This design comes from an exercise in tuning for small area, a short achievable clock period and few clock cycles per item on the open sky130 flow, not from production work.
RTL that was checked went through simulation tests only; none was proved equivalent to the original.
The RTL of run 3 was laid out without a check of its function.
Power and IR drop assume default switching activity.

`flow/flow/run.sh`:
```
#!/bin/bash
# The standard layout (standard.sh: the ORFS flow and synthesis, unchanged) with three
# settings the flow's own config cannot express:
#  - ports buffered with a plain buffer instead of the slow delay cell buffer_ports picks;
#  - clock tree built without dummy loads, from a strong root buffer;
set -euo pipefail
export BUFFER_PORTS_ARGS="-buffer_cell sky130_fd_sc_hd__buf_1"
export CTS_ARGS="-sink_clustering_enable -repair_clock_nets -dont_use_dummy_load -root_buf sky130_fd_sc_hd__clkbuf_16 -buf_list {sky130_fd_sc_hd__clkbuf_8}"
export SETUP_SLACK_MARGIN=5.2
bash standard.sh > standard.log 2>&1
```
`flow/design.v`:
```
package noise_data_pkg;
	localparam int sample_w    = 8;   
	localparam int sum_w       = 14;  
	localparam int sq_sum_w    = 22;  
	localparam int var_w       = 16;  
	localparam int noise_sum_w = 20;  
	typedef struct packed {
		logic [sample_w-1:0] mean;
		logic [var_w-1:0]    variance;
		logic [3:0]          block_index;  
	} block_stat_t;
	typedef struct packed {
		logic [var_w-1:0] noise_level;
		logic [4:0]       block_count;  
	} noise_result_t;
endpackage
package noise_ctrl_pkg;
	localparam int block_samples   = 64;
	localparam int block_log2      = 6;
	localparam int addr_w          = 6;  
	localparam int max_blocks_log2 = 4;  
	typedef enum logic [1:0] {
		idle          = 2'd0,
		read_block    = 2'd1,  
		wait_for_mean = 2'd2,  
		drain         = 2'd3   
	} ctrl_state_t;
	typedef struct packed {
		logic                                bank;
		logic [7:0]                          mean;
		logic [max_blocks_log2-1:0]          block_index;
		logic                                last;  
	} variance_job_t;
endpackage
module noise_estimation_top (
	input  logic        clk,
	input  logic        rst_n,
	input  logic        start_of_frame,
	input  logic [2:0]  blocks_log2,
	input  logic        sample_valid,
	input  logic [7:0]  sample_data,
	output logic        sample_ready,
	output logic        block_stat_valid,
	output logic [27:0] block_stat,    
	output logic        noise_valid,
	output logic [20:0] noise_result   
);
	assign sample_ready = 1'b1;
	logic       v0;       
	logic [7:0] x0;       
	always_ff @(posedge clk or negedge rst_n) begin
		if (!rst_n) v0 <= 1'b0;
		else        v0 <= sample_valid;
	end
	always_ff @(posedge clk)
		x0 <= sample_valid ? sample_data : 8'd0;
	logic [5:0]  cnt;       
	logic        sof_q;     
	logic        blk_last;  
	logic        clr;
	logic [13:0] s_acc;     
	logic [13:0] s_next;
	logic [19:0] qs, qc;    
	logic [19:0] qs_g, qc_g;
	logic [19:0] qs_n, qc_n;
	assign blk_last = v0 && (&cnt);
	assign clr      = blk_last || sof_q;
	always_ff @(posedge clk or negedge rst_n) begin
		if (!rst_n) begin
			cnt   <= '0;
			sof_q <= 1'b0;
		end else begin
			sof_q <= start_of_frame;
			if (v0) cnt <= cnt + 1'b1;
		end
	end
	assign qs_g   = qs;
	assign qc_g   = qc;
	logic [13:0] sap, sag;
	assign sap = s_acc ^ {6'd0, x0};
	assign sag = s_acc & {6'd0, x0};
	logic sa1g, sa1p;
	assign sa1g = sag[1] | (sap[1] & sag[0]);
	assign sa1p = sap[1] & sap[0];
	logic sa2g, sa2p;
	assign sa2g = sag[3] | (sap[3] & sag[2]);
	assign sa2p = sap[3] & sap[2];
	logic sa3g, sa3p;
	assign sa3g = sag[5] | (sap[5] & sag[4]);
	assign sa3p = sap[5] & sap[4];
	logic sa4g, sa4p;
	assign sa4g = sag[7] | (sap[7] & sag[6]);
	assign sa4p = sap[7] & sap[6];
	logic sa5g, sa5p;
	assign sa5g = sag[9] | (sap[9] & sag[8]);
	assign sa5p = sap[9] & sap[8];
	logic sa6g, sa6p;
	assign sa6g = sag[11] | (sap[11] & sag[10]);
	assign sa6p = sap[11] & sap[10];
	logic sa7g, sa7p;
	assign sa7g = sag[13] | (sap[13] & sag[12]);
	assign sa7p = sap[13] & sap[12];
	logic sa8g, sa8p;
	assign sa8g = sa2g | (sa2p & sa1g);
	assign sa8p = sa2p & sa1p;
	logic sa9g, sa9p;
	assign sa9g = sa4g | (sa4p & sa3g);
	assign sa9p = sa4p & sa3p;
	logic sa10g, sa10p;
	assign sa10g = sa6g | (sa6p & sa5g);
	assign sa10p = sa6p & sa5p;
	logic sa11g, sa11p;
	assign sa11g = sa9g | (sa9p & sa8g);
	assign sa11p = sa9p & sa8p;
	logic sa12g, sa12p;
	assign sa12g = sa10g | (sa10p & sa11g);
	assign sa12p = sa10p & sa11p;
	logic sa13g, sa13p;
	assign sa13g = sa3g | (sa3p & sa8g);
	assign sa13p = sa3p & sa8p;
	logic sa14g, sa14p;
	assign sa14g = sa5g | (sa5p & sa11g);
	assign sa14p = sa5p & sa11p;
	logic sa15g, sa15p;
	assign sa15g = sa7g | (sa7p & sa12g);
	assign sa15p = sa7p & sa12p;
	logic sa16g, sa16p;
	assign sa16g = sag[2] | (sap[2] & sa1g);
	assign sa16p = sap[2] & sa1p;
	logic sa17g, sa17p;
	assign sa17g = sag[4] | (sap[4] & sa8g);
	assign sa17p = sap[4] & sa8p;
	logic sa18g, sa18p;
	assign sa18g = sag[6] | (sap[6] & sa13g);
	assign sa18p = sap[6] & sa13p;
	logic sa19g, sa19p;
	assign sa19g = sag[8] | (sap[8] & sa11g);
	assign sa19p = sap[8] & sa11p;
	logic sa20g, sa20p;
	assign sa20g = sag[10] | (sap[10] & sa14g);
	assign sa20p = sap[10] & sa14p;
	logic sa21g, sa21p;
	assign sa21g = sag[12] | (sap[12] & sa12g);
	assign sa21p = sap[12] & sa12p;
	assign s_next[0] = sap[0];
	assign s_next[1] = sap[1] ^ sag[0];
	assign s_next[2] = sap[2] ^ sa1g;
	assign s_next[3] = sap[3] ^ sa16g;
	assign s_next[4] = sap[4] ^ sa8g;
	assign s_next[5] = sap[5] ^ sa17g;
	assign s_next[6] = sap[6] ^ sa13g;
	assign s_next[7] = sap[7] ^ sa18g;
	assign s_next[8] = sap[8] ^ sa11g;
	assign s_next[9] = sap[9] ^ sa19g;
	assign s_next[10] = sap[10] ^ sa14g;
	assign s_next[11] = sap[11] ^ sa20g;
	assign s_next[12] = sap[12] ^ sa12g;
	assign s_next[13] = sap[13] ^ sa21g;
	logic cs0;
	logic cs1;
	logic cs2;
	logic cs3;
	logic cs4;
	logic cs5;
	logic cs6;
	logic cs7;
	logic cs8;
	logic cs9;
	logic cs10;
	logic cs11;
	logic cs12;
	logic cs13;
	logic cs14;
	logic cs15;
	logic cs16;
	logic cs17;
	logic cs18;
	logic cs19;
	logic cs20;
	logic cs21;
	logic cs22;
	logic cs23;
	logic cs24;
	logic cs25;
	logic cs26;
	logic cs27;
	logic cs28;
	logic cs29;
	logic cs30;
	logic cs31;
	logic cs32;
	logic cs33;
	logic cs34;
	logic cs35;
	logic cs36;
	logic cs37;
	logic cs38;
	logic cs39;
	logic cs40;
	logic cs41;
	logic cs42;
	logic cs43;
	logic cs44;
	logic cs45;
	logic cs46;
	logic cs47;
	logic cs48;
	logic cs49;
	logic cs50;
	logic cs51;
	logic cs52;
	logic cs53;
	logic cs54;
	logic cs55;
	logic cs56;
	logic cs57;
	logic cs58;
	logic cs59;
	logic cs60;
	logic cs61;
	logic cs62;
	logic cs63;
	logic cs64;
	logic cs65;
	logic cs66;
	logic cs67;
	logic cs68;
	logic cs69;
	logic cs70;
	logic cs71;
	logic cs72;
	logic cs73;
	logic cs74;
	logic cs75;
	logic cs76;
	logic cs77;
	logic cs78;
	logic cs79;
	logic cs80;
	logic cs81;
	logic cs82;
	logic cs83;
	logic cs84;
	logic cs85;
	logic cs86;
	logic cs87;
	logic cs88;
	logic cs89;
	logic cs90;
	logic cs91;
	logic cs92;
	logic cs93;
	assign cs0 = qs_g[5] ^ qc_g[5];
	assign cs1 = qs_g[5] & qc_g[5];
	assign {cs3, cs2} = {1'b0, qs_g[6]} + {1'b0, qc_g[6]} + {1'b0, (x0[0] & x0[5])};
	assign {cs5, cs4} = {1'b0, qs_g[7]} + {1'b0, qc_g[7]} + {1'b0, (x0[0] & x0[6])};
	assign cs6 = (x0[1] & x0[5]) ^ (x0[2] & x0[4]);
	assign cs7 = (x0[1] & x0[5]) & (x0[2] & x0[4]);
	assign {cs9, cs8} = {1'b0, qs_g[8]} + {1'b0, qc_g[8]} + {1'b0, (x0[0] & x0[7])};
	assign {cs11, cs10} = {1'b0, (x0[1] & x0[6])} + {1'b0, (x0[2] & x0[5])} + {1'b0, (x0[4] & ~x0[3])};
	assign {cs13, cs12} = {1'b0, qs_g[9]} + {1'b0, qc_g[9]} + {1'b0, (x0[1] & x0[7])};
	assign {cs15, cs14} = {1'b0, (x0[2] & x0[6])} + {1'b0, (x0[3] & x0[5])} + {1'b0, (x0[4] & x0[3])};
	assign {cs17, cs16} = {1'b0, qs_g[10]} + {1'b0, qc_g[10]} + {1'b0, (x0[2] & x0[7])};
	assign cs18 = (x0[3] & x0[6]) ^ (x0[5] & ~x0[4]);
	assign cs19 = (x0[3] & x0[6]) & (x0[5] & ~x0[4]);
	assign {cs21, cs20} = {1'b0, qs_g[11]} + {1'b0, qc_g[11]} + {1'b0, (x0[3] & x0[7])};
	assign cs22 = (x0[4] & x0[6]) ^ (x0[5] & x0[4]);
	assign cs23 = (x0[4] & x0[6]) & (x0[5] & x0[4]);
	assign {cs25, cs24} = {1'b0, qs_g[12]} + {1'b0, qc_g[12]} + {1'b0, (x0[4] & x0[7])};
	assign cs26 = qs_g[13] ^ qc_g[13];
	assign cs27 = qs_g[13] & qc_g[13];
	assign cs28 = qs_g[3] ^ qc_g[3];
	assign cs29 = qs_g[3] & qc_g[3];
	assign {cs31, cs30} = {1'b0, qs_g[4]} + {1'b0, qc_g[4]} + {1'b0, (x0[0] & x0[3])};
	assign {cs33, cs32} = {1'b0, cs0} + {1'b0, (x0[0] & x0[4])} + {1'b0, (x0[1] & x0[3])};
	assign {cs35, cs34} = {1'b0, cs1} + {1'b0, cs2} + {1'b0, (x0[1] & x0[4])};
	assign {cs37, cs36} = {1'b0, cs3} + {1'b0, cs4} + {1'b0, cs6};
	assign {cs39, cs38} = {1'b0, cs5} + {1'b0, cs7} + {1'b0, cs8};
	assign {cs41, cs40} = {1'b0, cs9} + {1'b0, cs11} + {1'b0, cs12};
	assign {cs43, cs42} = {1'b0, cs13} + {1'b0, cs15} + {1'b0, cs16};
	assign {cs45, cs44} = {1'b0, cs17} + {1'b0, cs19} + {1'b0, cs20};
	assign {cs47, cs46} = {1'b0, cs21} + {1'b0, cs23} + {1'b0, cs24};
	assign {cs49, cs48} = {1'b0, cs25} + {1'b0, cs26} + {1'b0, (x0[5] & x0[7])};
	assign {cs51, cs50} = {1'b0, cs27} + {1'b0, qs_g[14]} + {1'b0, qc_g[14]};
	assign cs52 = qs_g[15] ^ qc_g[15];
	assign cs53 = qs_g[15] & qc_g[15];
	assign cs54 = qs_g[0] ^ qc_g[0];
	assign cs55 = qs_g[0] & qc_g[0];
	assign cs56 = qs_g[1] ^ qc_g[1];
	assign cs57 = qs_g[1] & qc_g[1];
	assign {cs59, cs58} = {1'b0, qs_g[2]} + {1'b0, qc_g[2]} + {1'b0, (x0[1] & ~x0[0])};
	assign {cs61, cs60} = {1'b0, cs28} + {1'b0, (x0[0] & x0[2])} + {1'b0, (x0[1] & x0[0])};
	assign {cs63, cs62} = {1'b0, cs29} + {1'b0, cs30} + {1'b0, (x0[2] & ~x0[1])};
	assign {cs65, cs64} = {1'b0, cs31} + {1'b0, cs32} + {1'b0, (x0[2] & x0[1])};
	assign {cs67, cs66} = {1'b0, cs33} + {1'b0, cs34} + {1'b0, (x0[3] & ~x0[2])};
	assign {cs69, cs68} = {1'b0, cs35} + {1'b0, cs36} + {1'b0, (x0[3] & x0[2])};
	assign {cs71, cs70} = {1'b0, cs37} + {1'b0, cs38} + {1'b0, cs10};
	assign {cs73, cs72} = {1'b0, cs39} + {1'b0, cs40} + {1'b0, cs14};
	assign {cs75, cs74} = {1'b0, cs41} + {1'b0, cs42} + {1'b0, cs18};
	assign {cs77, cs76} = {1'b0, cs43} + {1'b0, cs44} + {1'b0, cs22};
	assign {cs79, cs78} = {1'b0, cs45} + {1'b0, cs46} + {1'b0, (x0[6] & ~x0[5])};
	assign {cs81, cs80} = {1'b0, cs47} + {1'b0, cs48} + {1'b0, (x0[6] & x0[5])};
	assign {cs83, cs82} = {1'b0, cs49} + {1'b0, cs50} + {1'b0, (x0[7] & ~x0[6])};
	assign {cs85, cs84} = {1'b0, cs51} + {1'b0, cs52} + {1'b0, (x0[7] & x0[6])};
	assign {cs87, cs86} = {1'b0, cs53} + {1'b0, qs_g[16]} + {1'b0, qc_g[16]};
	assign cs88 = qs_g[17] ^ qc_g[17];
	assign cs89 = qs_g[17] & qc_g[17];
	assign cs90 = qs_g[18] ^ qc_g[18];
	assign cs91 = qs_g[18] & qc_g[18];
	assign cs92 = qs_g[19] ^ qc_g[19];
	assign cs93 = qs_g[19] & qc_g[19];
	assign qs_n = {cs91, cs89, cs87, cs85, cs83, cs81, cs79, cs77, cs75, cs73, cs71, cs69, cs67, cs65, cs63, cs61, cs59, cs57, cs55, cs54};
	assign qc_n = {cs92, cs90, cs88, cs86, cs84, cs82, cs80, cs78, cs76, cs74, cs72, cs70, cs68, cs66, cs64, cs62, cs60, cs58, cs56, x0[0]};
	always_ff @(posedge clk) begin
		s_acc <= clr ? 14'd0 : s_next;
		qs    <= clr ? 20'd0 : qs_n;
		qc    <= clr ? 20'd0 : qc_n;
	end
	logic [7:0]  mean_q;
	logic [5:0]  rem_q;     
	logic [4:0]  ph;
	logic        ic;        
	logic        pin;       
	logic        cin;
	logic        rbits, mbits;
	logic [6:0]  ms;        
	logic [7:0]  mc;        
	logic [7:0]  mpp, mu, mw;
	logic        prod;      
	logic        c1, c2;    
	logic        t1, d;     
	logic        dfill;
	logic [19:0] dq;        
	logic [19:0] cq;        
	logic        bv;        
	logic [2:0]  mi;
	logic [7:0]  mrot;
	logic        prod_q;
	logic        pin_q;
	assign rbits = (ph >= 5'd2) && (ph <= 5'd5);
	assign mbits = (ph >= 5'd6) && (ph <= 5'd13);
	assign mi    = ph[2:0];
	assign cin   = (ph == 5'd6) ? rem_q[1] : ic;
	assign mrot  = {mean_q[1:0], mean_q[7:2]};  
	assign pin   = blk_last ? s_next[0] : ((rbits & rem_q[1]) | (mbits & (mrot[mi] ^ cin)));
	assign mpp = pin_q ? mean_q : 8'd0;
	always_comb begin
		for (int i = 0; i < 8; i++)
			{mw[i], mu[i]} = {1'b0, (i < 7) ? ms[i] : 1'b0} + {1'b0, mc[i]} + {1'b0, mpp[i]};
	end
	assign prod = mu[0];
	logic        c1n, c2n;
	assign {c1n, t1} = {1'b0, dq[0]} + {1'b0, cq[0]} + {1'b0, c1};
	assign {c2n, d}  = {1'b0, t1} + {1'b0, ~prod_q} + {1'b0, c2};
	assign dfill = d & (ph >= 5'd2) & (ph <= 5'd21);  
	always_ff @(posedge clk or negedge rst_n) begin
		if (!rst_n) begin
			ph     <= 5'd0;
			bv     <= 1'b0;
			prod_q <= 1'b0;
			ms     <= '0;
			mc     <= '0;
		end else begin
			prod_q <= prod;
			ms     <= mu[7:1];
			mc     <= mw;
			bv <= (ph == 5'd21);
			if (blk_last)          ph <= 5'd2;
			else if (ph != 5'd0)   ph <= ph + 1'b1;
		end
	end
	always_ff @(posedge clk) begin
		if (blk_last)
			mean_q <= s_next[13:6];
		rem_q <= ({6{blk_last}} & s_next[5:0]) | {1'b0, rem_q[5:1]};
		ic <= mbits & mrot[mi] & cin;
		pin_q <= pin;
		dq <= ({20{blk_last}} & qs_n) | {dfill, dq[19:1]};
		cq <= ({20{blk_last}} & qc_n) | {1'b0, cq[19:1]};
		if (blk_last) begin
			c1 <= 1'b0;
			c2 <= 1'b1;
		end else begin
			c1 <= c1n;
			c2 <= c2n;
		end
	end
	logic [3:0]  idx;
	logic [4:0]  bc;        
	logic        last;
	logic        nv;
	logic [17:0] nsum;
	logic        nact;
	logic        nstart, nend;
	logic        ncy;
	logic        abit, nbit;
	logic [1:0]  nadd;
	assign last = bc[0] | (bc[1] & idx[0]) | (bc[2] & (&idx[1:0]))
	            | (bc[3] & (&idx[2:0])) | (bc[4] & (&idx));
	assign nstart = |(bc & {ph == 5'd8,  ph == 5'd7,  ph == 5'd6,  ph == 5'd5,  ph == 5'd4});
	assign nend   = |(bc & {ph == 5'd25, ph == 5'd24, ph == 5'd23, ph == 5'd22, ph == 5'd21});
	assign abit   = d & (ph >= 5'd8) & (ph <= 5'd21);
	assign nbit   = nsum[0] & (idx != 4'd0);
	assign nadd   = {1'b0, abit} + {1'b0, nbit} + {1'b0, ncy};
	always_ff @(posedge clk or negedge rst_n) begin
		if (!rst_n) begin
			idx  <= '0;
			nv   <= 1'b0;
			nact <= 1'b0;
		end else begin
			nv <= nact && nend && last;
			if (nstart)            nact <= 1'b1;
			else if (nend)         nact <= 1'b0;
			if (start_of_frame)    idx  <= '0;
			else if (nact && nend && !last)
			                       idx  <= idx + 1'b1;  
		end
	end
	always_ff @(posedge clk) begin
		if (start_of_frame)
			bc <= 5'd1 << blocks_log2;
		if (blk_last)
			ncy <= 1'b0;
		else if (nstart || nact) begin
			ncy  <= nadd[1];
			nsum <= {nadd[0], nsum[17:1]};
		end
	end
	assign block_stat_valid = bv;
	assign block_stat       = {mean_q, 2'b00, dq[19:6], idx};
	assign noise_valid      = nv;
	assign noise_result     = {2'b00, nsum[17:4], bc};
endmodule
```
`flow/constraint.sdc`:
```
create_clock -name core_clock -period 8.0 [get_ports {clk}]
set_input_delay 1.6000 -clock core_clock [delete_from_list [all_inputs] [get_ports {clk}]]
set_output_delay 1.6000 -clock core_clock [all_outputs]
set_load 0.01 [all_outputs]
```
`flow/config.mk`:
```
export PLATFORM = sky130hd
export DESIGN_NAME = noise_estimation_top
export DESIGN_NICKNAME = noise_estimation_top
export VERILOG_FILES = /design/flow/design.v
export SDC_FILE = /design/flow/constraint.sdc
export NUM_CORES = 4
export LEC_CHECK = 0
export CAP_MARGIN = 20
export CORE_MARGIN = 2
export CORE_UTILIZATION = 60
export CTS_BUF_LIST = sky130_fd_sc_hd__clkbuf_4 sky130_fd_sc_hd__clkbuf_8
export SLEW_MARGIN = 20
```
`flow/standard.sh`:
```
#!/bin/bash
# synth_recipe.tcl (not shown) runs the flow's synth.tcl, then flattens the netlist and writes it again
# the make line also repeats each setting of config.mk as NAME=value (left out here)
make -C /OpenROAD-flow-scripts/flow DESIGN_CONFIG=/design/flow/config.mk WORK_HOME=/design/flow/orfs CLKGATE_MAP_FILE= SYNTH_SCRIPT=/design/flow/synth_recipe.tcl "${@:-finish}"
```
==> summary.md, run 1 <==
| Metric | Value |
|---|---|
| Worst Hold Class | flip-flop to flip-flop |
| Final critical-path share of the clock period | 32.4% |
| IO buf count | 61 |
| Combined global-route utilization of all metal layers | 19.6% |
| Predominant post-synthesis flop cell | dfxtp_1 |
| CTS H-Tree Depth | 4 |
| Slew Limit Headroom | 45.3% |
| Sum of negative setup slack | 0 ps |
| Cell area after technology mapping | 7680 sq um |
| Post-synthesis sequential area ratio | 53.1% |
| Capturing element type of the critical path | primary output |
| Fmax | 386 MHz |
| Area used by sequential logic in the layout | 4080 sq um |
| Starting density of the core | 61.1% |
| Maximum cell stage delay along the critical path | 460 ps |
| Number of maximum-capacitance constraint violations | 0 |
| Largest delay share family, worst path | flip-flops |
| Iter 0 DRT Violations | 191 |
| Clock group share of total power | 20.3% |
| Worst path slowest cell | edfxtp_1 |
| Post-synthesis sequential element count | 179 |
| Arrival time of the worst setup path | 990 ps |
| Count of flip-flops with a built-in enable after synthesis | 31 |
| Final routed DRC violation total | 0 |
| Slack of the worst reg-to-reg path | 5470 ps |
| Switching component of the power | 0.000677 W |
| Antenna diode count | 0 |
| Distinct cell type count after synthesis | 53 |
| Max Clock Skew | 19.1 ps |
| Clock root buffer | clkbuf_16 |
| Proportion of power drawn by flip-flops and latches | 56.5% |
| Proportion of total power due to net switching | 30.1% |
| Post-CTS Setup Bufs | 0 |
| Buffering stage count on the worst path with inverters included | 1 |
| Dominant cells by area after synthesis | dfxtp_1 29%, fa_1 13%, edfxtp_1 12%, dfrtp_1 12%, ha_1 4.9% |
| Mean instance size in the synthesized netlist | 12.2 sq um |
| Number of antenna violations at the first check in global routing | 0 |
| Pin count of the biggest net entering global routing | 37 |
| Leakage power summed over all cells | 3.44 nW |
| HPWL after detailed placement | 8790 um |
| Global-route congestion overflow total | 0 |
| CTS Hold Bufs | 0 |
| Status | complete, no violations |
| Layout overhead on the synthesized area | 5.33% |
| Area occupied by multi-input gates | 3090 sq um |
| CP startpoint kind | flip-flop |
| Most frequently used cell type in the post-synthesis netlist | dfxtp_1 |
| Portion of synthesized cell area occupied by the leading cell type | 29.2% |
| Count of TritonRoute iterations in the first routing pass | 5 |
| Cell-internal power | 0.00157 W |
| Maximum buffer depth of the clock tree | 2 |
| Shortest clock period the worst path allows after layout | 2590 ps |
| Insertion delay to the later sink of the worst-skew pair | 370 ps |
| Crit path required time | 6400 ps |
| Final setup violation count | 0 |
| Total die area | 13,700 sq um |
| TritonCTS clock tree | yes |
| Setup CP Type | flip-flop to primary output |
| CTS buffer count | 17 |
| Overall die width | 117 um |
| Share of post-route cells with drive strength above 1 | 5.71% |
| Proportion of register bits with asynchronous set or reset after synthesis | 20.1% |
| Power per standard cell area | 278 nW/um^2 |
| Final count of pins violating max slew | 0 |
| Fin. Hold Viols | 0 |
| Number of warnings reported in the yosys synthesis log | 1 |
| Final-layout worst hold slack | 393 ps |
| Chip Height | 117 um |
| CTS sink count | 179 |
| Remaining antenna violation count | 0 |
| RSZ-0062 raised after global routing | no |
| Cells after Synth | 629 |
| Worst-case vdd ir drop | 146 uV |
| List of cells traversed by the critical path | buf_1 |
| Largest fanout on the critical path | 4 |
| Total wirelength of the detailed-routed design | 12,300 um |
| Number of fill cells | 1,004 |
| Average detailed-routed wire length per instance | 14.6 um |
| Core Box Area | 12,600 sq um |
| Placer's final routability congestion estimate | 0.791 |
| I/O Pins | 67 |
| Via count of the routed design | 4,234 |
| Worst slew pin tran | 820 ps |
| Post-synth top cells | 112 x dfxtp_1, 57 x and2_1, 52 x inv_1 |
| Global-route wire length before repair | 20,300 um |
| Top cell type by total area after synthesis | dfxtp_1 |
| Combinational share of power | 23.2% |
| Number of cell rows | 41 |
| Clock-pin slew of the registers on the worst-case setup and hold paths | 80 ps |
| Number of global-route vias before repair | 4,244 |
| Detailed-route vias per instance | 5.05 |
| Final Net Count | 762 |
-- cells by family (layout without fill, tap and decap cells) --
logic type | after synthesis | in the layout | synth area share [%]
buffers and inverters | 102 | 136 | 6.90
multiplexers | 8 | 8 | 1.55
XOR/XNOR | 18 | 18 | 2.05
AND/OR/NAND/NOR | 170 | 170 | 11.9
adder cells (fa/ha/maj) | 79 | 79 | 17.7
other | 2 | 5 | 0.0978
flip-flops | 179 | 179 | 53.1
AO/OA/AOI/OAI | 71 | 71 | 6.78
-- routing by layer --
layer | up-vias | GRT usage, % | routed length [um] | share of wire, %
li1 | 2052 | - | - | -
met1 | 2094 | 25.4 | 5740 | 47
met2 | 74 | 33.1 | 5980 | 49
met3 | 14 | 4.69 | 395 | 3.2
met4 | 0 | 5.80 | 154 | 1.3
met5 | - | 0 | 0 | 0
-- power groups by stage --
stage	sequential, W	clock (W)	combinational, W
4_1_cts	0.00127	0.000476	0.000533
3_3_place_gp	0.00128	0	0.000511
3_5_place_dp	0.00129	0	0.000529
6_report	0.00127	0.000457	0.000522
5_1_grt	0.00130	0.000510	0.000597
2_1_floorplan	0.00123	0	0.000513
-- area by class of cell --
class	count	share of cell area [%]
tap	172	2.66
inverter	54	2.51
sequential	179	50.4
multi-input combinational	351	38.2
clock buffer	17	3.03
timing repair buffer	65	3.22
-- timing repair --
| item | 4_1_cts | 5_1_grt |
|---|---|---|
| endpoints found under the hold margin | 0 | 0 |
| endpoints found under the setup margin | 0 | 15 |
| resized for setup | 0 | 2 |
-- metrics by stage --
stage | instance area (sq um) | util, % | worst slack (ps) | power, W | cells
2_1_floorplan | 7690 | - | 5570 | 0.00174 | 632
3_3_place_gp | 7840 | 62.3 | 5320 | 0.00180 | 821
3_5_place_dp | 7840 | 62.3 | 5270 | 0.00182 | 821
4_1_cts | 8080 | 64.3 | 5230 | 0.00228 | 838
5_1_grt | 8090 | 64.3 | 5220 | 0.00240 | 838
6_report | 8090 | 64.3 | 5410 | 0.00225 | 838
-- registers in the layout (all words and copies together), names as in the netlist, 4 cells and up --
name    flops
cq         20
dq         20
qc         20
qs         20
nsum       18
s_acc      14
mc          8
mean_q      8
x0          8
ms          7
cnt         6
bc          5
ph          5
rem_q       5
idx         4
-- placed cells by master (no fill, tap or decap), types with 4 or more instances in the layout --
cell	instances
dfxtp_1	111
buf_1	60
and2_1	57
inv_1	52
nor2_1	50
fa_1	49
dfrtp_1	36
edfxtp_1	31
ha_1	30
nand2_1	27
o21bai_1	26
a21o_1	16
clkbuf_8	16
xor2_1	11
nand2b_1	8
xnor2_1	7
o21ai_0	6
a21oi_1	5
conb_1	5
nor3_1	4
mux2i_1	4
nor3b_1	4
buf_4	4
-- path summary, 6_finish.rpt --
check / startpoint / depth (start not counted) / end
worst max-delay path: bc[2]$_SDFFCE_PP0P_ / 1 / noise_result[2]
worst min-delay path: dq[3]$_DFF_P_ / 1 / dq[2]$_DFF_P_
worst max register to register: cnt[0]$_DFFE_PN0P_ / 8 / s_acc[7]$_SDFF_PP0_
worst min register to register: dq[3]$_DFF_P_ / 1 / dq[2]$_DFF_P_
max in group asynchronous: rst_n / 1 / mc[1]$_DFF_PN0_
min in group asynchronous: rst_n / 1 / ms[2]$_DFF_PN0_
Testbench counts, summed over its fixed seeds: cycles 38,461, samples 36,864.
==> inputs of run 2 (changes only) <==
--- a/flow/flow/run.sh
+++ b/flow/flow/run.sh
@@ -6,5 +6,5 @@
 set -euo pipefail
 export BUFFER_PORTS_ARGS="-buffer_cell sky130_fd_sc_hd__buf_1"
 export CTS_ARGS="-sink_clustering_enable -repair_clock_nets -dont_use_dummy_load -root_buf sky130_fd_sc_hd__clkbuf_16 -buf_list {sky130_fd_sc_hd__clkbuf_8}"
-export SETUP_SLACK_MARGIN=5.2
+export SETUP_SLACK_MARGIN=5.3
 bash standard.sh > standard.log 2>&1
==> summary.md, run 2 <==
| Metric | Value |
|---|---|
| Post-CTS Setup Bufs | 0 |
| Final critical-path share of the clock period | 32.4% |
| Worst Setup Slack, final | 5410 ps |
| Crit path required time | 6400 ps |
| Top library cells by usage in the layout, fill and taps aside | 110 x dfxtp_1, 60 x buf_1, 57 x and2_1 |
| Layout overhead on the synthesized area | 5.41% |
| Detailed-route vias per instance | 5.04 |
| Proportion of register bits with asynchronous set or reset after synthesis | 20.1% |
| Starting density of the core | 61.1% |
| Shortest clock period the worst path allows after layout | 2590 ps |
| Status | complete, no violations |
| Global-route wire length before repair | 20,300 um |
| HPWL after detailed placement | 8790 um |
| Power per standard cell area | 278 nW/um^2 |
| Final count of pins violating max slew | 0 |
| Cells after Synth | 629 |
| Maximum buffer depth of the clock tree | 2 |
| Maximum cell stage delay along the critical path | 460 ps |
| Number of global-route vias before repair | 4,244 |
| Portion of synthesized cell area occupied by the leading cell type | 29.2% |
| Worst path slowest cell | edfxtp_1 |
| Total die area | 13,700 sq um |
| Distinct cell type count after synthesis | 53 |
| Core Box Area | 12,600 sq um |
| Share of post-route cells with drive strength above 1 | 5.86% |
| Max Clock Skew | 19.6 ps |
| Slew Limit Headroom | 45.3% |
| Post-route total power | 0.00225 W |
| CTS H-Tree Depth | 4 |
| HP Start | dq[3]$_DFF_P_ |
| Setup WS pre-CTS | 5270 ps |
| Pin count of the biggest net entering global routing | 37 |
| Iter 0 DRT Violations | 186 |
| Buffering stage count on the worst path with inverters included | 1 |
| Post-synthesis sequential element count | 179 |
| I/O Pins | 67 |
| Remaining antenna violation count | 0 |
| TritonCTS clock tree | yes |
| Count of TritonRoute iterations in the first routing pass | 4 |
| Average detailed-routed wire length per instance | 14.6 um |
| RSZ-0062 raised after global routing | yes |
| Overall die width | 117 um |
| Predominant post-synthesis flop cell | dfxtp_1 |
| CTS Hold Bufs | 0 |
| Worst Hold Class | flip-flop to flip-flop |
| Number of antenna violations at the first check in global routing | 0 |
| Antenna diode count | 0 |
| CTS buffer count | 17 |
| Post-Route Utilization | 64.4% |
| CTS sink count | 179 |
| Capturing element type of the critical path | primary output |
| Arrival time of the worst setup path | 990 ps |
| Fin. Hold Viols | 0 |
| Total wirelength of the detailed-routed design | 12,300 um |
| Cell area after technology mapping | 7680 sq um |
| Worst-case vdd ir drop | 146 uV |
| Setup CP Type | flip-flop to primary output |
| Final routed DRC violation total | 0 |
| Placer's final routability congestion estimate | 0.791 |
| Fmax | 386 MHz |
| IO buf count | 61 |
| Largest delay share family, worst path | flip-flops |
| Area occupied by multi-input gates | 3090 sq um |
| Final Net Count | 762 |
| Final setup violation count | 0 |
| Post-synth top cells | 112 x dfxtp_1, 57 x and2_1, 52 x inv_1 |
| Most common cell after layout, fill and taps aside | dfxtp_1 |
| Largest fanout on the critical path | 4 |
| Leakage power summed over all cells | 3.44 nW |
| Number of cell rows | 41 |
| Global-route congestion overflow total | 0 |
| Sum of negative setup slack | 0 ps |
| Via count of the routed design | 4,220 |
| Insertion delay to the later sink of the worst-skew pair | 370 ps |
| Number of warnings reported in the yosys synthesis log | 1 |
| Chip Height | 117 um |
| Count of flip-flops with a built-in enable after synthesis | 31 |
| Mean instance size in the synthesized netlist | 12.2 sq um |
| Most frequently used cell type in the post-synthesis netlist | dfxtp_1 |
| Area used by sequential logic in the layout | 4080 sq um |
| Top cell type by total area after synthesis | dfxtp_1 |
| Combined global-route utilization of all metal layers | 19.6% |
| Number of fill cells | 1,003 |
| Launch point of the worst path | bc[2]$_SDFFCE_PP0P_ |
| Clock root buffer | clkbuf_16 |
| Worst slew pin tran | 820 ps |
| Clock-pin slew of the registers on the worst-case setup and hold paths | 80 ps |
| CP startpoint kind | flip-flop |
| Reg-to-reg critical path startpoint | x0[6]$_SDFF_PN0_ |
| Number of maximum-capacitance constraint violations | 0 |
| Post-synthesis sequential area ratio | 53.1% |
| List of cells traversed by the critical path | buf_1 |
| Dominant cells by area after synthesis | dfxtp_1 29%, fa_1 13%, edfxtp_1 12%, dfrtp_1 12%, ha_1 4.9% |
==> run 2: per-stage QoR <==
step                      instances  instance area (sq um)  hold slack (ps)
after floorplan                 632                   7690              382
after global placement          821                   7840              390
after detailed placement        821                   7840              391
after CTS                       838                   8080              397
after global routing            838                   8090              410
final                           838                   8090              393
==> run 2: power by group <==
group,leakage (nW),switching (W),internal [W]
registers,1.68,0.000138,0.00113
logic,1.63,0.000284,0.000238
clock network,0.127,0.000256,0.000201
==> run 2: layout make-up <==
type	instances	share of cell area [%]
Timing Repair Buffer	65	3.22
Inverter	54	2.51
Clock buffer	17	3.03
Sequential cell	179	50.4
Multi-Input combinational cell	351	38.2
Tap cell	172	2.66
==> run 2: kinds of logic after synthesis <==
group                    share of synthesized area (%)
AO/OA/AOI/OAI                                     6.78
XOR/XNOR                                          2.05
adder cells (fa/ha/maj)                           17.7
buffers and inverters                             6.90
flip-flops                                        53.1
multiplexers                                      1.55
other                                           0.0978
AND/OR/NAND/NOR                                   11.9
==> run 2: routing by layer <==
metal | routed length, um | global-route usage [%]
met1 | 5750 | 25.4
met4 | 156 | 5.80
met3 | 395 | 4.69
met5 | 0 | 0
met2 | 5970 | 33.1
==> run 2: timing repair <==
| item | 4_1_cts | 5_1_grt |
|---|---|---|
| endpoints found under the setup margin | 13 | 18 |
| resized for setup | 1 | 3 |
| pin swaps | 0 | 0 |
| hold endpoints to repair | 0 | 0 |
==> run 2: final timing paths <==
kind                       cells past startpoint               to  slack, ps
min in group asynchronous                      1  ms[2]$_DFF_PN0_       1330
max in group asynchronous                      1  mc[1]$_DFF_PN0_       6140
hold / removal                                 1    dq[2]$_DFF_P_        390
hold reg to reg                                1    dq[2]$_DFF_P_        390
setup reg to reg                               5    cq[7]$_DFF_P_       5470
setup / recovery                               1  noise_result[2]       5410
==> inputs of run 3 (changes only) <==
--- a/flow/design.v
+++ b/flow/design.v
@@ -284,10 +284,8 @@
 	assign {cs51, cs50} = {1'b0, cs27} + {1'b0, qs_g[14]} + {1'b0, qc_g[14]};
 	assign cs52 = qs_g[15] ^ qc_g[15];
 	assign cs53 = qs_g[15] & qc_g[15];
-	assign cs54 = qs_g[0] ^ qc_g[0];
-	assign cs55 = qs_g[0] & qc_g[0];
-	assign cs56 = qs_g[1] ^ qc_g[1];
-	assign cs57 = qs_g[1] & qc_g[1];
+	assign {cs55, cs54} = {1'b0, qs_g[0]} + {1'b0, qc_g[0]} + {1'b0, x0[0]};
+	assign {cs57, cs56} = {1'b0, qs_g[1]} + {1'b0, qc_g[1]} + {1'b0, cs55};
 	assign {cs59, cs58} = {1'b0, qs_g[2]} + {1'b0, qc_g[2]} + {1'b0, (x0[1] & ~x0[0])};
 	assign {cs61, cs60} = {1'b0, cs28} + {1'b0, (x0[0] & x0[2])} + {1'b0, (x0[1] & x0[0])};
 	assign {cs63, cs62} = {1'b0, cs29} + {1'b0, cs30} + {1'b0, (x0[2] & ~x0[1])};
@@ -309,8 +307,8 @@
 	assign cs91 = qs_g[18] & qc_g[18];
 	assign cs92 = qs_g[19] ^ qc_g[19];
 	assign cs93 = qs_g[19] & qc_g[19];
-	assign qs_n = {cs91, cs89, cs87, cs85, cs83, cs81, cs79, cs77, cs75, cs73, cs71, cs69, cs67, cs65, cs63, cs61, cs59, cs57, cs55, cs54};
-	assign qc_n = {cs92, cs90, cs88, cs86, cs84, cs82, cs80, cs78, cs76, cs74, cs72, cs70, cs68, cs66, cs64, cs62, cs60, cs58, cs56, x0[0]};
+	assign qs_n = {cs91, cs89, cs87, cs85, cs83, cs81, cs79, cs77, cs75, cs73, cs71, cs69, cs67, cs65, cs63, cs61, cs59, cs57, cs56, cs54};
+	assign qc_n = {cs92, cs90, cs88, cs86, cs84, cs82, cs80, cs78, cs76, cs74, cs72, cs70, cs68, cs66, cs64, cs62, cs60, cs58, 1'b0, 1'b0};
 	always_ff @(posedge clk) begin
 		s_acc <= clr ? 14'd0 : s_next;
 		qs    <= clr ? 20'd0 : qs_n;
==> summary.md, run 3 <==
| Metric | Value |
|---|---|
| Chip Height | 117 um |
| CTS H-Tree Depth | 4 |
| Post-synthesis sequential area ratio | 53.1% |
| Sum of negative setup slack | 0 ps |
| Combined global-route utilization of all metal layers | 19.7% |
| Remaining antenna violation count | 0 |
| Most frequently used cell type in the post-synthesis netlist | dfxtp_1 |
| Area used by sequential logic in the layout | 4040 sq um |
| Overall die width | 117 um |
| Slew Limit Headroom | 37.7% |
| Final Net Count | 759 |
| Mean instance size in the synthesized netlist | 12.1 sq um |
| Total wirelength of the detailed-routed design | 12,300 um |
| Proportion of register bits with asynchronous set or reset after synthesis | 20.3% |
| Number of antenna violations at the first check in global routing | 0 |
| Launch point of the worst path | bc[4]$_SDFFCE_PN0P_ |
| Setup WS pre-CTS | 5410 ps |
| Average detailed-routed wire length per instance | 14.8 um |
| Clock root buffer | clkbuf_16 |
| Setup CP Type | flip-flop to primary output |
| Dominant cells by area after synthesis | dfxtp_1 29%, fa_1 13%, edfxtp_1 12%, dfrtp_1 12%, ha_1 4.9% |
| Final count of pins violating max slew | 0 |
| CP startpoint kind | flip-flop |
| Share of post-route cells with drive strength above 1 | 4.98% |
| Final critical-path share of the clock period | 32.5% |
| Global-route wire length before repair | 20,200 um |
| Largest delay share family, worst path | flip-flops |
| Detailed-route vias per instance | 5.08 |
| Top cell type by total area after synthesis | dfxtp_1 |
| Worst-case vdd ir drop | 184 uV |
| Leakage power summed over all cells | 3.44 nW |
| Placer's final routability congestion estimate | 0.801 |
| Most common cell after layout, fill and taps aside | dfxtp_1 |
| Pin count of the biggest net entering global routing | 37 |
| Fin. Hold Viols | 0 |
| Count of flip-flops with a built-in enable after synthesis | 31 |
| Final routed DRC violation total | 0 |
| Largest fanout on the critical path | 4 |
| Maximum buffer depth of the clock tree | 2 |
| Insertion delay to the later sink of the worst-skew pair | 380 ps |
| Layout overhead on the synthesized area | 5.37% |
| HP Start | cq[2]$_DFF_P_ |
| RSZ-0062 raised after global routing | no |
| Worst slew pin tran | 935 ps |
| Number of cell rows | 41 |
| Buffering stage count on the worst path with inverters included | 1 |
| Worst Hold Depth | 0 |
| Slack of the worst reg-to-reg path | 5530 ps |
| Capturing element type of the critical path | primary output |
| Number of fill cells | 1,064 |
| Number of maximum-capacitance constraint violations | 0 |
| Shortest clock period the worst path allows after layout | 2600 ps |
| Area occupied by multi-input gates | 3040 sq um |
| Worst path slowest cell | edfxtp_1 |
| Worst Hold Class | flip-flop to flip-flop |
| Fmax | 385 MHz |
| Clock-pin slew of the registers on the worst-case setup and hold paths | 100 ps |
| Portion of synthesized cell area occupied by the leading cell type | 29.0% |
| Logic depth of the worst register-to-register path | 6 |
| Number of warnings reported in the yosys synthesis log | 1 |
| Antenna diode count | 0 |
| CTS sink count | 177 |
| Arrival time of the worst setup path | 1000 ps |
| Core Box Area | 12,500 sq um |
| Cells after Synth | 628 |
| Predominant post-synthesis flop cell | dfxtp_1 |
| Count of TritonRoute iterations in the first routing pass | 4 |
| Maximum cell stage delay along the critical path | 470 ps |
| Final setup violation count | 0 |
| IO buf count | 61 |
| Global-route congestion overflow total | 0 |
| Reg-to-reg critical path startpoint | x0[3]$_SDFF_PN0_ |
| Power per standard cell area | 280 nW/um^2 |
| Number of global-route vias before repair | 4,272 |
| Distinct cell type count after synthesis | 52 |
| TritonCTS clock tree | yes |
| Post-synth top cells | 110 x dfxtp_1, 58 x inv_1, 54 x and2_1 |
| Status | complete, no violations |
| Worst Setup Slack, final | 5400 ps |
| Crit path required time | 6400 ps |
| Total die area | 13,600 sq um |
| Total cell area at the placement stage | 7760 sq um |
| Non-Filler Cell Area, Final | 8010 sq um |
| CTS buffer count | 17 |
| Starting density of the core | 60.7% |
| Top library cells by usage in the layout, fill and taps aside | 108 x dfxtp_1, 60 x buf_1, 58 x inv_1 |
| HPWL after detailed placement | 9020 um |
| Largest registers | cq x20, dq x20, qs x20 |
| Max Clock Skew | 32.9 ps |
| I/O Pins | 67 |
| Iter 0 DRT Violations | 120 |
| Via count of the routed design | 4,238 |
| Post-synthesis sequential element count | 177 |
| Cell area after technology mapping | 7600 sq um |
| Reg2Reg Capture Point | cq[11]$_DFF_P_ |
| List of cells traversed by the critical path | buf_1 |
| Terminating pin of the worst hold path | cq[1]$_DFF_P_ |
| Post-Route Utilization | 64.0% |
==> run 3: repair_timing <==
action                                  in CTS  in global routing
setup buffers                                0                  0
hold buffers                                 0                  0
gates resized for setup                      0                  3
endpoints found under the setup margin       0                 11
==> run 3: final cells by class <==
cell class | instances | area share [%]
Clock buffer | 17 | 3.06
Inverter | 59 | 2.76
Multi-Input combinational cell | 346 | 37.9
Tap cell | 172 | 2.69
Timing Repair Buffer | 64 | 3.16
Sequential cell | 177 | 50.4
==> run 3: stage by stage <==
| step | instances | total power [W] | hold slack (ps) |
|---|---|---|---|
| 2_1_floorplan | 631 | 0.00173 | 310 |
| 3_3_place_gp | 818 | 0.00179 | 311 |
| 3_5_place_dp | 818 | 0.00181 | 316 |
| 4_1_cts | 835 | 0.00228 | 341 |
| 5_1_grt | 835 | 0.00240 | 347 |
| 6_report | 835 | 0.00224 | 338 |
==> run 3: worst max path at each step <==
stage                           endpoint  cells after the start  slack (ps)
CTS                      noise_result[4]                      1        5380
detailed placement  s_acc[13]$_SDFF_PP0_                     11        5410
global placement     mean_q[6]$_DFFE_PP_                      9        5520
finish                   noise_result[4]                      1        5400
floorplan              nsum[0]$_DFFE_PP_                      7        5470
global route               block_stat[2]                      1        5350
==> run 3: cells by family after synthesis <==
| kind of cell | synth area share (%) |
|---|---|
| other | 0.0988 |
| AND/OR/NAND/NOR | 11.4 |
| multiplexers | 1.61 |
| flip-flops | 53.1 |
| buffers and inverters | 7.14 |
| XOR/XNOR | 2.07 |
| adder cells (fa/ha/maj) | 17.8 |
| AO/OA/AOI/OAI | 6.78 |
==> run 3: where the power goes <==
| part | switching, W | internal (W) | leakage (nW) |
|---|---|---|---|
| Clock | 0.000256 | 0.000201 | 0.127 |
| Sequential | 0.000138 | 0.00112 | 1.67 |
| Combinational | 0.000286 | 0.000240 | 1.64 |
| Total | 0.000680 | 0.00156 | 3.44 |
==> run 3: metal layers <==
layer	GRT usage [%]	share of wire, %	vias to the layer above
li1	-	-	2046
met1	25.2	46	2109
met2	32.8	50	75
met3	5.09	3.4	8
met4	6.67	1.0	0
met5	0	0	-
==> inputs of run 4 (changes only) <==
--- a/flow/design.v
+++ b/flow/design.v
@@ -301,14 +301,11 @@
 	assign {cs83, cs82} = {1'b0, cs49} + {1'b0, cs50} + {1'b0, (x0[7] & ~x0[6])};
 	assign {cs85, cs84} = {1'b0, cs51} + {1'b0, cs52} + {1'b0, (x0[7] & x0[6])};
 	assign {cs87, cs86} = {1'b0, cs53} + {1'b0, qs_g[16]} + {1'b0, qc_g[16]};
-	assign cs88 = qs_g[17] ^ qc_g[17];
-	assign cs89 = qs_g[17] & qc_g[17];
-	assign cs90 = qs_g[18] ^ qc_g[18];
-	assign cs91 = qs_g[18] & qc_g[18];
-	assign cs92 = qs_g[19] ^ qc_g[19];
-	assign cs93 = qs_g[19] & qc_g[19];
-	assign qs_n = {cs91, cs89, cs87, cs85, cs83, cs81, cs79, cs77, cs75, cs73, cs71, cs69, cs67, cs65, cs63, cs61, cs59, cs57, cs56, cs54};
-	assign qc_n = {cs92, cs90, cs88, cs86, cs84, cs82, cs80, cs78, cs76, cs74, cs72, cs70, cs68, cs66, cs64, cs62, cs60, cs58, 1'b0, 1'b0};
+	assign {cs89, cs88} = {1'b0, qs_g[17]} + {1'b0, qc_g[17]} + {1'b0, cs87};
+	assign {cs91, cs90} = {1'b0, qs_g[18]} + {1'b0, qc_g[18]} + {1'b0, cs89};
+	assign {cs93, cs92} = {1'b0, qs_g[19]} + {1'b0, qc_g[19]} + {1'b0, cs91};
+	assign qs_n = {cs92, cs90, cs88, cs85, cs83, cs81, cs79, cs77, cs75, cs73, cs71, cs69, cs67, cs65, cs63, cs61, cs59, cs57, cs56, cs54};
+	assign qc_n = {1'b0, 1'b0, 1'b0, cs86, cs84, cs82, cs80, cs78, cs76, cs74, cs72, cs70, cs68, cs66, cs64, cs62, cs60, cs58, 1'b0, 1'b0};
 	always_ff @(posedge clk) begin
 		s_acc <= clr ? 14'd0 : s_next;
 		qs    <= clr ? 20'd0 : qs_n;
--- a/flow/flow/run.sh
+++ b/flow/flow/run.sh
@@ -6,5 +6,5 @@
 set -euo pipefail
 export BUFFER_PORTS_ARGS="-buffer_cell sky130_fd_sc_hd__buf_1"
 export CTS_ARGS="-sink_clustering_enable -repair_clock_nets -dont_use_dummy_load -root_buf sky130_fd_sc_hd__clkbuf_16 -buf_list {sky130_fd_sc_hd__clkbuf_8}"
-export SETUP_SLACK_MARGIN=5.3
+export SETUP_SLACK_MARGIN=5.45
 bash standard.sh > standard.log 2>&1
==> summary.md, run 4 <==
| Metric | Value |
|---|---|
| CTS H-Tree Depth | 4 |
| Largest registers | dq x20, qs x20, nsum x18 |
| I/O Pins | 67 |
| Clock root buffer | clkbuf_16 |
| CTS sink count | 171 |
| Core Box Area | 12,100 sq um |
| Final routed DRC violation total | 0 |
| Number of fill cells | 965 |
| Cells after Synth | 615 |
| CP startpoint kind | flip-flop |
| Combined global-route utilization of all metal layers | 20.5% |
| Via count of the routed design | 4,213 |
| Placer's final routability congestion estimate | 0.786 |
| Xor/xnor cell area share of the yosys netlist | 2.13% |
| Capturing element type of the critical path | primary output |
| Status | complete, no violations |
| Post-synth top cells | 104 x dfxtp_1, 56 x inv_1, 51 x nor2_1 |
| Final setup violation count | 0 |
| Leakage power summed over all cells | 3.45 nW |
| Setup CP Type | flip-flop to primary output |
| Final critical-path share of the clock period | 32.2% |
| Number of antenna violations at the first check in global routing | 0 |
| Final count of pins violating max slew | 0 |
| Sum of negative setup slack | 0 ps |
| IO buf count | 61 |
| Count of flip-flops with a built-in enable after synthesis | 31 |
| Total wirelength of the detailed-routed design | 12,300 um |
| Overall die width | 115 um |
| Power per standard cell area | 276 nW/um^2 |
| Worst path slowest cell | edfxtp_1 |
| Maximum cell stage delay along the critical path | 450 ps |
| List of cells traversed by the critical path | clkbuf_2 |
| Share of post-route cells with drive strength above 1 | 10.8% |
| Distinct cell type count after synthesis | 48 |
| RSZ-0062 raised after global routing | yes |
| Crit path required time | 6400 ps |
| Mean instance size in the synthesized netlist | 12.1 sq um |
| Portion of synthesized cell area occupied by the leading cell type | 28.1% |
| Iter 0 DRT Violations | 162 |
| Slew Limit Headroom | 32.6% |
| Predominant post-synthesis flop cell | dfxtp_1 |
| Top cell type by total area after synthesis | dfxtp_1 |
| Post-synthesis sequential element count | 171 |
| Pin count of the biggest net entering global routing | 37 |
| Worst-case vdd ir drop | 172 uV |
| Clock-pin slew of the registers on the worst-case setup and hold paths | 80 ps |
| Global-route wire length before repair | 20,700 um |
| Fmax | 388 MHz |
| Total cell area at the placement stage | 7570 sq um |
| Antenna diode count | 0 |
| Average detailed-routed wire length per instance | 14.6 um |
| Remaining antenna violation count | 0 |
| Max Clock Skew | 25.5 ps |
| Top library cells by usage in the layout, fill and taps aside | 99 x dfxtp_1, 56 x inv_1, 51 x nor2_1 |
| Chip Height | 115 um |
| Global-route congestion overflow total | 0 |
| Worst slew pin tran | 1010 ps |
| Number of cell rows | 40 |
| Proportion of register bits with asynchronous set or reset after synthesis | 21.1% |
| CTS buffer count | 17 |
| TritonCTS clock tree | yes |
| HPWL after detailed placement | 8680 um |
| Worst Hold Class | flip-flop to flip-flop |
| Non-Filler Cell Area, Final | 8040 sq um |
| Largest fanout on the critical path | 3 |
| CTS Hold Bufs | 0 |
| Most frequently used cell type in the post-synthesis netlist | dfxtp_1 |
| Final Net Count | 771 |
| Largest delay share family, worst path | flip-flops |
| Share of cell area taken by muxes after synthesis | 1.70% |
| Buffering stage count on the worst path with inverters included | 1 |
| Total die area | 13,300 sq um |
| Fraction of the mapped netlist area in compound gates | 6.48% |
| Post-synthesis sequential area ratio | 52.8% |
| Most common cell after layout, fill and taps aside | dfxtp_1 |
| Insertion delay to the later sink of the worst-skew pair | 370 ps |
| Number of global-route vias before repair | 4,418 |
| Synthesized-area fraction occupied by adder cells | 18.3% |
| Count of TritonRoute iterations in the first routing pass | 4 |
| Number of maximum-capacitance constraint violations | 0 |
| Starting density of the core | 61.5% |
| Number of warnings reported in the yosys synthesis log | 1 |
| Main combinational cell family by area after synthesis | adder cells |
| Arrival time of the worst setup path | 970 ps |
| Layout overhead on the synthesized area | 8.37% |
| Cell area after technology mapping | 7420 sq um |
| Fin. Hold Viols | 0 |
| Maximum buffer depth of the clock tree | 2 |
| Shortest clock period the worst path allows after layout | 2570 ps |
| Dominant cells by area after synthesis | dfxtp_1 28%, fa_1 13%, edfxtp_1 13%, dfrtp_1 12%, ha_1 5.1% |
| Detailed-route vias per instance | 5.00 |
| Synthesized-area fraction occupied by and/or/nand/nor cells | 11.3% |
## run 4: cell types whose count changed after synthesis, sizes merged, moves of 3 or more
cell and delta:
a21o -5, and2 -7, dfxtp -6, inv -3, nand2 +3, nand2b +4
nor2 +4, nor2b -3, nor3b +3
## run 4: metrics by stage
step	total power, W	instances	setup slack [ps]	hold slack, ps	utilization, %
2_1_floorplan	0.00169	618	5590	310	-
3_5_place_dp	0.00176	801	5330	314	62.8
4_1_cts	0.00222	833	5390	335	65.8
6_report	0.00222	843	5430	331	66.6
3_3_place_gp	0.00174	801	5500	316	62.8
5_1_grt	0.00237	843	5390	349	66.6
## run 4: worst paths after layout
kind	slack, ps	start	cells past startpoint	to
setup / recovery	5430	mean_q[0]$_DFFE_PP_	1	block_stat[20]
hold / removal	330	cq[1]$_DFF_P_	0	cq[0]$_DFF_P_
setup reg to reg	5580	x0[5]$_SDFF_PN0_	6	cq[6]$_DFF_P_
hold reg to reg	330	cq[1]$_DFF_P_	0	cq[0]$_DFF_P_
max in group asynchronous	6040	rst_n	1	cnt[3]$_DFFE_PN0P_
min in group asynchronous	1360	rst_n	1	ms[5]$_DFF_PN0_
## run 4: layout make-up
type                            count  area (sq um)  area share [%]
Sequential cell                   171          3920            48.8
Multi-Input combinational cell    341          2980            37.1
Timing Repair Buffer               90           467            5.81
Clock buffer                       17           245            3.05
Inverter                           56           210            2.62
Tap cell                          168           210            2.62
## run 4: metal layers
layer	global-route usage, %	wire, um	vias to the layer above	share of wire [%]
met5	0	0	-	0
met4	7.23	169	0	1.4
met3	5.22	372	13	3.0
met2	35.2	6320	66	51
met1	25.4	5480	2086	44
li1	-	-	2048	-
## run 4: timing repair
action                     4_1_cts  5_1_grt
cloned                           0        0
setup buffers                   15       10
setup endpoints to repair       26       39
gates resized for setup          3       22
## run 4: logic make-up after synthesis
| group | after synthesis |
|---|---|
| AND/OR/NAND/NOR | 164 |
| adder cells (fa/ha/maj) | 79 |
| multiplexers | 8 |
| other | 2 |
| AO/OA/AOI/OAI | 67 |
| buffers and inverters | 106 |
| flip-flops | 171 |
| XOR/XNOR | 18 |
## run 4: power breakdown
| group | total [W] | switching [W] | internal (W) |
|---|---|---|---|
| registers | 0.00122 | 0.000128 | 0.00109 |
| clock network | 0.000451 | 0.000251 | 0.000201 |
| logic | 0.000546 | 0.000289 | 0.000257 |
Testbench counts of run 4, summed over its fixed seeds: cycles 38,461, samples 36,864.
==> inputs of run 5 (changes only) <==
--- a/flow/flow/run.sh
+++ b/flow/flow/run.sh
@@ -6,5 +6,5 @@
 set -euo pipefail
 export BUFFER_PORTS_ARGS="-buffer_cell sky130_fd_sc_hd__buf_1"
 export CTS_ARGS="-sink_clustering_enable -repair_clock_nets -dont_use_dummy_load -root_buf sky130_fd_sc_hd__clkbuf_16 -buf_list {sky130_fd_sc_hd__clkbuf_8}"
-export SETUP_SLACK_MARGIN=5.45
+export SETUP_SLACK_MARGIN=5.3
 bash standard.sh > standard.log 2>&1
==> summary.md, run 5 <==
| Metric | Value |
|---|---|
| Status | complete, no violations |
| Post-synthesis sequential area ratio | 52.8% |
| Iter 0 DRT Violations | 178 |
| Global-route congestion overflow total | 0 |
| Maximum cell stage delay along the critical path | 460 ps |
| Final routed DRC violation total | 0 |
| Insertion delay to the later sink of the worst-skew pair | 370 ps |
| HPWL after detailed placement | 8680 um |
| Number of cell rows | 40 |
| CTS buffer count | 17 |
| Leakage power summed over all cells | 3.28 nW |
| Starting density of the core | 61.5% |
| Core Box Area | 12,100 sq um |
| Worst Hold Class | flip-flop to flip-flop |
| Buffering stage count on the worst path with inverters included | 1 |
| Most frequently used cell type in the post-synthesis netlist | dfxtp_1 |
| Setup CP Type | flip-flop to primary output |
| Mean instance size in the synthesized netlist | 12.1 sq um |
| Placer's final routability congestion estimate | 0.786 |
| Slew Limit Headroom | 32.7% |
| Proportion of register bits with asynchronous set or reset after synthesis | 21.1% |
| Total wirelength of the detailed-routed design | 11,900 um |
| Cells after Synth | 615 |
| Post-synth top cells | 104 x dfxtp_1, 56 x inv_1, 51 x nor2_1 |
| Dominant cells by area after synthesis | dfxtp_1 28%, fa_1 13%, edfxtp_1 13%, dfrtp_1 12%, ha_1 5.1% |
| Fmax | 387 MHz |
| Share of post-route cells with drive strength above 1 | 4.46% |
| IO buf count | 61 |
| Total die area | 13,300 sq um |
| Crit path required time | 6400 ps |
| Final count of pins violating max slew | 0 |
| Fin. Hold Viols | 0 |
| List of cells traversed by the critical path | buf_1 |
| Number of warnings reported in the yosys synthesis log | 1 |
| Chip Height | 115 um |
| Maximum buffer depth of the clock tree | 2 |
| I/O Pins | 67 |
| CP startpoint kind | flip-flop |
| Top cell type by total area after synthesis | dfxtp_1 |
| Number of maximum-capacitance constraint violations | 0 |
| Power per standard cell area | 278 nW/um^2 |
| Post-synthesis sequential element count | 171 |
| Combined global-route utilization of all metal layers | 20.2% |
| Count of flip-flops with a built-in enable after synthesis | 31 |
| Max Clock Skew | 26.6 ps |
| Layout overhead on the synthesized area | 5.43% |
| Final setup violation count | 0 |
| Number of antenna violations at the first check in global routing | 0 |
| Cell area after technology mapping | 7420 sq um |
| Overall die width | 115 um |
| Predominant post-synthesis flop cell | dfxtp_1 |
| Portion of synthesized cell area occupied by the leading cell type | 28.1% |
| Largest fanout on the critical path | 4 |
| Largest registers | dq x20, qs x20, nsum x18 |
| CTS H-Tree Depth | 4 |
| Worst slew pin tran | 1010 ps |
| TritonCTS clock tree | yes |
| Post-Route Utilization | 64.8% |
| Most common cell after layout, fill and taps aside | dfxtp_1 |
| Arrival time of the worst setup path | 990 ps |
| Final-layout worst hold slack | 333 ps |
| Shortest clock period the worst path allows after layout | 2590 ps |
| Antenna diode count | 0 |
| Final critical-path share of the clock period | 32.3% |
| Clock root buffer | clkbuf_16 |
| Remaining antenna violation count | 0 |
| Final Net Count | 746 |
| Top library cells by usage in the layout, fill and taps aside | 102 x dfxtp_1, 60 x buf_1, 56 x inv_1 |
| Detailed-route vias per instance | 5.03 |
| Global-route wire length before repair | 20,300 um |
| Largest delay share family, worst path | flip-flops |
| Number of global-route vias before repair | 4,303 |
| Clock-pin slew of the registers on the worst-case setup and hold paths | 70 ps |
| CTS sink count | 171 |
| Sum of negative setup slack | 0 ps |
| RSZ-0062 raised after global routing | no |
| Worst path slowest cell | edfxtp_1 |
| Worst-case vdd ir drop | 172 uV |
| Average detailed-routed wire length per instance | 14.6 um |
| Count of TritonRoute iterations in the first routing pass | 4 |
| Post-CTS Setup Bufs | 0 |
| Capturing element type of the critical path | primary output |
| Via count of the routed design | 4,113 |
| Distinct cell type count after synthesis | 48 |
| Pin count of the biggest net entering global routing | 37 |
[run 5: cell counts after synthesis]
Identical to the previous run, type by type.
[run 5: worst paths after layout]
kind                                     start              endpoint  slack, ps  depth (start not counted)
min in group asynchronous                rst_n       ms[5]$_DFF_PN0_       1360                          1
max in group asynchronous                rst_n    cnt[3]$_DFFE_PN0P_       6030                          1
hold reg to reg                  cq[1]$_DFF_P_         cq[0]$_DFF_P_        330                          0
setup reg to reg              x0[0]$_SDFF_PN0_  s_acc[13]$_SDFF_PP0_       5520                         11
hold / removal                   cq[1]$_DFF_P_         cq[0]$_DFF_P_        330                          0
setup / recovery           bc[3]$_SDFFCE_PP0P_       noise_result[3]       5410                          1
[run 5: layer usage]
metal | vias up | part of all wire, % | GRT usage (%)
met5 | - | 0 | 0
met4 | 0 | 1.4 | 7.23
met3 | 14 | 3.1 | 5.22
met2 | 67 | 50 | 33.9
met1 | 2035 | 46 | 25.5
li1 | 1997 | - | -
[run 5: kinds of logic (layout without fill, tap and decap cells)]
logic type | after synthesis | in the layout | synth area share [%]
other | 2 | 5 | 0.101
adders and majority gates | 79 | 79 | 18.3
xor gates and xnor gates | 18 | 18 | 2.13
and+or+nand+nor | 164 | 164 | 11.3
AOI/OAI and AO/OA | 67 | 67 | 6.48
DFF | 171 | 171 | 52.8
buffers and inverters | 106 | 138 | 7.24
muxes | 8 | 8 | 1.70
[run 5: final cells by class]
| cell class | instances | area (sq um) |
|---|---|---|
| sequential | 171 | 3920 |
| inverter | 56 | 210 |
| fill | 977 | 4240 |
| clock buffer | 17 | 245 |
| tap | 168 | 210 |
| multi-input combinational | 341 | 2980 |
| timing repair buffer | 65 | 260 |
[run 5: per-stage QoR]
| stage | total power, W | area (sq um) | worst slack (ps) | instances |
|---|---|---|---|---|
| 4_1_cts | 0.00222 | 7820 | 5330 | 818 |
| 6_report | 0.00218 | 7820 | 5410 | 818 |
| 3_3_place_gp | 0.00174 | 7570 | 5500 | 801 |
| 3_5_place_dp | 0.00176 | 7570 | 5330 | 801 |
| 2_1_floorplan | 0.00169 | 7430 | 5590 | 618 |
| 5_1_grt | 0.00233 | 7820 | 5340 | 818 |
[run 5: report_power, final]
part           internal (W)  total, W  switching [W]
clock              0.000201  0.000449       0.000248
combinational      0.000232  0.000511       0.000279
sequential          0.00109   0.00122       0.000128
[run 5: timing repair]
action	4_1_cts	5_1_grt
hold buffers	0	0
endpoints found under the setup margin	0	16
resized for setup	0	3
==> inputs of run 6 (changes only) <==
--- a/flow/design.v
+++ b/flow/design.v
@@ -412,8 +412,7 @@
 		end
 	end
 	always_ff @(posedge clk) begin
-		if (start_of_frame)
-			bc <= 5'd1 << blocks_log2;
+		bc <= 5'd1 << blocks_log2;
 		if (blk_last)
 			ncy <= 1'b0;
 		else if (nstart || nact) begin
==> summary.md, run 6 <==
| Metric | Value |
|---|---|
| Final Net Count | 742 |
| Iter 0 DRT Violations | 205 |
| Layout overhead on the synthesized area | 5.52% |
| Max Clock Skew | 12.4 ps |
| Average detailed-routed wire length per instance | 14.7 um |
| Fmax | 388 MHz |
| TritonCTS clock tree | yes |
| Worst path slowest cell | dfrtp_1 |
| Starting density of the core | 61.4% |
| Setup CP Type | flip-flop to primary output |
| Largest registers | dq x20, qs x20, nsum x18 |
| Count of flip-flops with a built-in enable after synthesis | 26 |
| Remaining antenna violation count | 0 |
| Predominant post-synthesis flop cell | dfxtp_1 |
| Most common cell after layout, fill and taps aside | dfxtp_1 |
| Most frequently used cell type in the post-synthesis netlist | dfxtp_1 |
| Via count of the routed design | 4,096 |
| RSZ-0062 raised after global routing | no |
| I/O Pins | 67 |
| Antenna diode count | 0 |
| CTS sink count | 171 |
| Cell area after technology mapping | 7350 sq um |
| Post-route total power | 0.00217 W |
| Post-synthesis sequential area ratio | 52.6% |
| Buffering stage count on the worst path with inverters included | 1 |
| Number of fill cells | 974 |
| Worst-case vdd ir drop | 158 uV |
| Slew Limit Headroom | 38.1% |
| Status | complete, no violations |
| Detailed-route vias per instance | 5.17 |
| Largest fanout on the critical path | 6 |
| Share of post-route cells with drive strength above 1 | 5.11% |
| Post-synth top cells | 109 x dfxtp_1, 56 x inv_1, 49 x and2_1, 49 x fa_1, 48 x nor2_1 |
| Cells after Synth | 608 |
| Top library cells by usage in the layout, fill and taps aside | 107 x dfxtp_1, 60 x buf_1, 56 x inv_1 |
| IO buf count | 61 |
| Capturing element type of the critical path | primary output |
| CTS buffer count | 17 |
| Arrival time of the worst setup path | 980 ps |
| Sum of negative setup slack | 0 ps |
| Power per standard cell area | 280 nW/um^2 |
| CTS H-Tree Depth | 4 |
| Number of warnings reported in the yosys synthesis log | 1 |
| Post-CTS Setup Bufs | 0 |
| Total cell area at the placement stage | 7490 sq um |
| Post-synthesis sequential element count | 171 |
| Clock-pin slew of the registers on the worst-case setup and hold paths | 80 ps |
| Number of cell rows | 40 |
| List of cells traversed by the critical path | buf_1 |
| Global-route congestion overflow total | 0 |
| Final routed DRC violation total | 0 |
| Insertion delay to the later sink of the worst-skew pair | 360 ps |
| Combined global-route utilization of all metal layers | 19.6% |
| CP startpoint kind | flip-flop |
| Maximum cell stage delay along the critical path | 440 ps |
| Maximum buffer depth of the clock tree | 2 |
| Leakage power summed over all cells | 3.23 nW |
| Top cell type by total area after synthesis | dfxtp_1 |
| Non-Filler Cell Area, Final | 7750 sq um |
| Portion of synthesized cell area occupied by the leading cell type | 29.7% |
| Clock root buffer | clkbuf_16 |
| Distinct cell type count after synthesis | 53 |
| Shortest clock period the worst path allows after layout | 2580 ps |
| Dominant cells by area after synthesis | dfxtp_1 30%, fa_1 13%, dfrtp_1 12%, edfxtp_1 11%, ha_1 5.1% |
| Core Box Area | 12,000 sq um |
| HPWL after detailed placement | 8420 um |
| Crit path required time | 6400 ps |
| Chip Height | 115 um |
| Placer's final routability congestion estimate | 0.762 |
| Pin count of the biggest net entering global routing | 37 |
| Fin. Hold Viols | 0 |
| Final setup violation count | 0 |
| Final count of pins violating max slew | 0 |
| Mean instance size in the synthesized netlist | 12.1 sq um |
| Worst slew pin tran | 929 ps |
| Proportion of register bits with asynchronous set or reset after synthesis | 21.1% |
| Number of antenna violations at the first check in global routing | 0 |
| CTS Hold Bufs | 0 |
| Count of TritonRoute iterations in the first routing pass | 6 |
| Number of maximum-capacitance constraint violations | 0 |
| Total die area | 13,200 sq um |
| Number of global-route vias before repair | 4,214 |
| Global-route wire length before repair | 19,900 um |
| Worst Hold Class | flip-flop to flip-flop |
| Final critical-path share of the clock period | 32.2% |
| Total wirelength of the detailed-routed design | 11,600 um |
| Largest delay share family, worst path | flip-flops |
| Overall die width | 115 um |
## run 6: cell types whose count changed in the layout (fill, tap and decap cells not counted), sizes merged, moves of 3 or more
cell	delta
dfxtp	+5
edfxtp	-5
nand2	-3
nor3b	-3
## run 6: worst paths after layout
kind / from / end / slack (ps) / depth (start not counted)
hold / removal: cq[1]$_DFF_P_ / cq[0]$_DFF_P_ / 340 / 0
hold reg to reg: cq[1]$_DFF_P_ / cq[0]$_DFF_P_ / 340 / 0
setup reg to reg: x0[6]$_SDFF_PN0_ / cq[7]$_DFF_P_ / 5470 / 5
setup / recovery: idx[2]$_DFFE_PN0P_ / block_stat[2] / 5420 / 1
min in group asynchronous: rst_n / ms[4]$_DFF_PN0_ / 1360 / 1
max in group asynchronous: rst_n / ph[4]$_DFFE_PN0P_ / 6050 / 1
## run 6: metal layers
layer	routed length, um	up-vias	GRT usage [%]
met1	5460	2002	26.2
met3	446	11	5.08
met5	0	-	0
met2	5610	85	31.6
li1	-	1998	-
met4	129	0	6.42
## run 6: area by class of cell
class / instances / area, sq um / share of cell area [%]
tap: 147 / 184 / 2.37
timing repair buffer: 63 / 245 / 3.16
sequential: 171 / 3870 / 49.9
clock buffer: 17 / 245 / 3.16
inverter: 57 / 216 / 2.79
multi-input combinational: 338 / 3000 / 38.6
## run 6: what timing repair did
item	4_1_cts	5_1_grt
endpoints found under the setup margin	58	50
endpoints found under the hold margin	0	0
pin swaps	0	1
resized for setup	4	3
## run 6: power by group
group | internal [W] | total [W] | leakage (nW) | switching [W]
clock network | 0.000201 | 0.000451 | 0.127 | 0.000250
logic | 0.000228 | 0.000502 | 1.50 | 0.000274
registers | 0.00108 | 0.00122 | 1.61 | 0.000137
## run 6: cell families after synthesis
kind of cell	count (synthesis)	synth area share (%)
AND/OR/NAND/NOR	160	11.4
AO/OA/AOI/OAI	68	6.74
buffers and inverters	102	6.96
flip-flops	171	52.6
multiplexers	8	1.62
adder cells (fa/ha/maj)	79	18.5
XOR/XNOR	18	2.15
other	2	0.102
## run 6: metrics by stage
step / util [%] / setup WS [ps] / hold slack, ps / cells
global placement: 62.6 / 5250 / 311 / 776
global route: 64.8 / 5310 / 350 / 793
finish: 64.8 / 5420 / 337 / 793
floorplan: - / 5580 / 310 / 611
CTS: 64.7 / 5340 / 337 / 793
detailed placement: 62.6 / 5200 / 319 / 776
Testbench counts of run 6, summed over its fixed seeds: cycles 38,461, samples 36,864.

Setup slack of run 6, layout unchanged: 5.423 ns with ideal ports, 5.382 ns with driving cells assumed (clock clkbuf_16, inputs buf_2), 5.474 ns with port delays also shifted by the 0.397 ns mid clock arrival.
